Source: an optimization exercise on an open RTL-to-GDS flow (aim: small area, a short achievable clock period and few clock cycles per item). Production flows keep margins and buffers that such runs may drop. Only simulation tests tie the RTL to the original design; equivalence was not proved. Power is estimated from default activity; no workload was simulated.

Setup of P:
## fft_stage_engine
module fft_stage_engine #(
    parameter int unsigned N_PTS  = 32,
    parameter int unsigned N_BFLY = 4,
    parameter int unsigned DW     = 16
) (
    input  logic                 clk,
    input  logic                 reset,
    input  logic                 in_valid,
    output logic                 in_ready,
    input  logic [2*DW-1:0]      in_data,
    output logic                 out_valid,
    input  logic                 out_ready,
    output logic [2*(DW+1)-1:0]  out_data,
    output logic                 out_last,
    output logic                 busy,
    output logic                 done
);
    localparam int unsigned NB = 12;     
    localparam int unsigned OW = 2 * (DW + 1);
    function automatic logic [3:0] wslot0(input logic [1:0] f, input logic [4:0] s);
        case ({f, s})
            7'd0: wslot0 = 4'd0;
            7'd1: wslot0 = 4'd1;
            7'd2: wslot0 = 4'd0;
            7'd3: wslot0 = 4'd2;
  ...
Size: ~2300 cells after synthesis, ~930 flip-flops, about 36000 um2 of cells after synthesis.
export LEC_CHECK = 0
export CAP_MARGIN = 20
export CORE_MARGIN = 2
export CORE_UTILIZATION = 65
export CTS_CLUSTER_DIAMETER = 100
export CTS_CLUSTER_SIZE = 26
export SETUP_SLACK_MARGIN = 3.3
export SLEW_MARGIN = 20
create_clock -name core_clock -period 5.5 [get_ports {clk}]
run.sh (not shown) runs the stock make flow with config.mk's settings and CLKGATE_MAP_FILE= SYNTH_SCRIPT=/design/flow/synth_recipe.tcl, a recipe that flattens the netlist after the stock synthesis.
Testbench counts of P, summed over its fixed seeds: cycles 6,344, frames 192.
Setup changes, P to Q
-- flow/design.v --
<<< P, line 418
        endcase
    endfunction
    function automatic logic [5:0] thr_next(input logic [3:0] m);
        case (m)
            4'd0: thr_next = 6'd25;
            4'd1: thr_next = 6'd21;
            4'd2: thr_next = 6'd29;
            4'd3: thr_next = 6'd19;
            4'd4: thr_next = 6'd27;
            4'd5: thr_next = 6'd23;
            4'd6: thr_next = 6'd31;
            4'd7: thr_next = 6'd18;
            4'd8: thr_next = 6'd26;
            4'd9: thr_next = 6'd22;
            4'd10: thr_next = 6'd30;
            4'd11: thr_next = 6'd20;
            4'd12: thr_next = 6'd28;
            4'd13: thr_next = 6'd24;
            4'd14: thr_next = 6'd32;
            4'd15: thr_next = 6'd17;
            default: thr_next = 6'd0;
        endcase
    endfunction
    logic [4:0]    ws;
    logic          wfb;
>>> Q, line 418
        endcase
    endfunction
    logic [4:0]    ws;
    logic          wfb;
<<< P, line 450
    assign rn0 = rslot0(rf0, pm);
    assign rn1 = rslot1(rf1, pm);
    logic [5:0]    th;
    logic          av;
    logic [1:0]    nfr, nfr_n;
>>> Q, line 429
    assign rn0 = rslot0(rf0, pm);
    assign rn1 = rslot1(rf1, pm);
    logic          av;
    logic [1:0]    nfr, nfr_n;
<<< P, line 466
    assign L  = lv[4:0];
    logic          rdy_w;
    assign av = (wfb != rfb) || ({1'b0, ws} >= th);
    assign rdy_w = ({1'b0, L} + 6'd1) <= (ws[0] ? 6'd22 : 6'd23);
    logic [4:0]    i1;
>>> Q, line 444
    assign L  = lv[4:0];
    logic          rdy_w;
    assign av = (wfb != rfb) || (ws[4] && (ws[3:0] > {pm[0], pm[1], pm[2], pm[3]}));
    assign rdy_w = ({1'b0, L} + 6'd1) <= (ws[0] ? 6'd22 : 6'd23);
    logic [4:0]    i1;
<<< P, line 507
            rsel0     <= NB'(1) << 0;
            rsel1     <= NB'(1) << 8;
            th        <= 6'd17;
            nfr       <= '0;
            in_ready  <= 1'b1;
>>> Q, line 485
            rsel0     <= NB'(1) << 0;
            rsel1     <= NB'(1) << 8;
            nfr       <= '0;
            in_ready  <= 1'b1;
<<< P, line 534
                    rsel1[i] <= (rn1 == 4'(i));
                end
                th  <= thr_next(pm);
            end
            in_ready <= rd_fire || (in_ready && (!in_valid || rdy_w));
>>> Q, line 511
                    rsel1[i] <= (rn1 == 4'(i));
                end
            end
            in_ready <= rd_fire || (in_ready && (!in_valid || rdy_w));
==> comparison <==
Maximum number of pins on one net before global-route repair ends up lower on Q. Final area in Q vs P: down 850 um2. Proportion of power drawn by flip-flops and latches: Q vs P — no meaningful difference. P → Q: synthesized instance count fell by 94, maximum clock frequency increased 0.0029 GHz, global routing met1 resource utilization went up 1.5 points. Total power was lower in the run labelled Q. P ended up with sky130_fd_sc_hd__or4b_1 as its library cell contributing the largest single delay on the critical path; Q ended up with sky130_fd_sc_hd__dfxtp_4. The effective utilization at floorplan of P and that of Q are within noise of each other. In Q, sequential cell count is lower than in P. Min non-clock buffer count across Q and P: Q. Ratio of cells with drive above 1 in the final layout, Q and P, higher one = Q. Setup slack in Q is larger than in P. Summary: area of the mapped netlist, Q better than P. Final net count of Q falls short of that of P by a few percent.
Testbench counts of Q, summed over its fixed seeds: cycles 6,344, frames 192.

========
Setup of harbor:
fft_stage_engine, a different RTL version from the one above (not shown whole).
For scale: roughly 2200 cells after synthesis, roughly 75 I/O pins, ~36000 sq um of cells after synthesis.
## fft_stage_engine
module fft_stage_engine #(
    parameter int unsigned N_PTS  = 32,
    parameter int unsigned N_BFLY = 4,
    parameter int unsigned DW     = 16
) (
    input  logic                 clk,
    input  logic                 reset,
    input  logic                 in_valid,
    output logic                 in_ready,
    input  logic [2*DW-1:0]      in_data,
    output logic                 out_valid,
    input  logic                 out_ready,
    output logic [2*(DW+1)-1:0]  out_data,
    output logic                 out_last,
    output logic                 busy,
    output logic                 done
);
Settings: LEC_CHECK=0, CAP_MARGIN=20, CORE_MARGIN=2, CORE_UTILIZATION=65, CTS_CLUSTER_DIAMETER=100, CTS_CLUSTER_SIZE=26, SETUP_SLACK_MARGIN=3.3, SLEW_MARGIN=20; clock period 5.5 ns.
Testbench counts of harbor, summed over its fixed seeds: cycles 6,344, frames 192.
--- input diff harbor..willow ---
-- flow/design.v --
<<< harbor, line 444
    assign L  = lv[4:0];
    logic          rdy_w;
    assign av = (wfb != rfb) || ({1'b0, ws} >= ({2'b0, pm[0], pm[1], pm[2], pm[3]} + 6'd17));
    assign rdy_w = ({1'b0, L} + 6'd1) <= (ws[0] ? 6'd22 : 6'd23);
    logic [4:0]    i1;
>>> willow, line 444
    assign L  = lv[4:0];
    logic          rdy_w;
    function automatic logic avail(input logic wb, input logic [4:0] w,
                                   input logic rb_, input logic [3:0] m);
        avail = (wb != rb_) || (w[4] && (w[3:0] > {m[0], m[1], m[2], m[3]}));
    endfunction
    assign rdy_w = ({1'b0, L} + 6'd1) <= (ws[0] ? 6'd22 : 6'd23);
    logic [4:0]    i1;
<<< harbor, line 450
    logic [3:0]    waddr_n;
    assign i1 = ws + 1'b1;
    assign f0n = (ws == 5'd31) ? ((wf0 == 2'd3 - 2'd1) ? 2'd0 : wf0 + 1'b1) : wf0;
    assign f1n = (ws == 5'd31) ? ((wf1 == 2'd4 - 2'd1) ? 2'd0 : wf1 + 1'b1) : wf1;
>>> willow, line 453
    logic [3:0]    waddr_n;
    assign i1 = ws + 1'b1;
    logic          wfb1, rfb1;
    logic [3:0]    pm1;
    logic          av_w, av_r, av_wr;
    assign wfb1  = wfb ^ (ws == 5'd31);
    assign rfb1  = rfb ^ (pm == 4'd15);
    assign pm1   = pm + 1'b1;
    assign av_w  = avail(wfb1, i1, rfb, pm);
    assign av_r  = avail(wfb, ws, rfb1, pm1);
    assign av_wr = avail(wfb1, i1, rfb1, pm1);
    assign f0n = (ws == 5'd31) ? ((wf0 == 2'd3 - 2'd1) ? 2'd0 : wf0 + 1'b1) : wf0;
    assign f1n = (ws == 5'd31) ? ((wf1 == 2'd4 - 2'd1) ? 2'd0 : wf1 + 1'b1) : wf1;
<<< harbor, line 485
            rsel0     <= NB'(1) << 0;
            rsel1     <= NB'(1) << 8;
            nfr       <= '0;
            in_ready  <= 1'b1;
>>> willow, line 497
            rsel0     <= NB'(1) << 0;
            rsel1     <= NB'(1) << 8;
            av        <= 1'b0;
            nfr       <= '0;
            in_ready  <= 1'b1;
<<< harbor, line 512
                end
            end
            in_ready <= rd_fire || (in_ready && (!in_valid || rdy_w));
            if (rd_fire)                   pv <= 1'b1;
>>> willow, line 525
                end
            end
            case ({wr_fire, rd_fire})
                2'b10:   av <= av_w;
                2'b01:   av <= av_r;
                2'b11:   av <= av_wr;
                default: av <= av;
            endcase
            in_ready <= rd_fire || (in_ready && (!in_valid || rdy_w));
            if (rd_fire)                   pv <= 1'b1;
When the final numbers for willow and harbor were put side by side, the multi-input logic portion of the cell area turned out to be smaller in harbor. For net load switching power, harbor and willow come out practically identical. Going from harbor to willow, share of post-route cells with drive strength above 1 shrinks by 2.7 points. Comparing willow and harbor, starting density of the core is lower on harbor. In willow, the fill cell instance count of the final layout came out 154 above the value in harbor. Between harbor and willow, the flow reports detailed-route wire length increasing by a few percent. Measured against each other, willow and harbor differ in utilization, the lower figure coming from willow. Comparing willow with harbor, the via count of the first global-routing pass came out essentially unchanged. Overall power (willow over harbor): increase, 1.1%. Higher count of cell instances traversed by the critical path goes to harbor over willow. willow has clock share of power above what harbor had. Between willow and harbor, non-clock buffer count is higher for harbor, willow comes in under that. willow vs harbor: average cell area after synthesis down in willow.
Testbench counts of willow, summed over its fixed seeds: cycles 6,344, frames 192.

[separate check: timing with driven ports]
No port has a modelled driver above. Below, the same layouts with a new extraction and two added sets of constraints.
Step 1, drivers: a clkbuf_16 drives clk and a buf_2 each remaining input, both assumed.
Step 2 adds t to the input delays and takes it off the output delays; t is the mean of the earliest and latest rising clock arrival at the registers after step 1. Input paths then give back, and output paths get back, about the clock's delay inside the block.
Three values: no drivers, after step 1, after step 2; two values: the first two.
run | shift t [ns] | slack for setup (ns) | slew at the worst register clock pin (ns) | worst slew at a driven data input, ns
P | 0.674 | 3.147 / 3.147 / 2.612 | 0.11 / 0.11 | 0.06
Q | 0.667 | 3.163 / 3.152 / 2.651 | 0.11 / 0.11 | 0.06
harbor | 0.673 | 3.142 / 3.142 / 2.555 | 0.11 / 0.11 | 0.07
willow | 0.670 | 3.244 / 3.178 / 2.690 | 0.11 / 0.11 | 0.08
After both steps setup and hold are still met in every run listed. For harbor, which loses most, drivers alone change the setup slack by 0.000 ns; drivers and shift together by -0.587 ns.
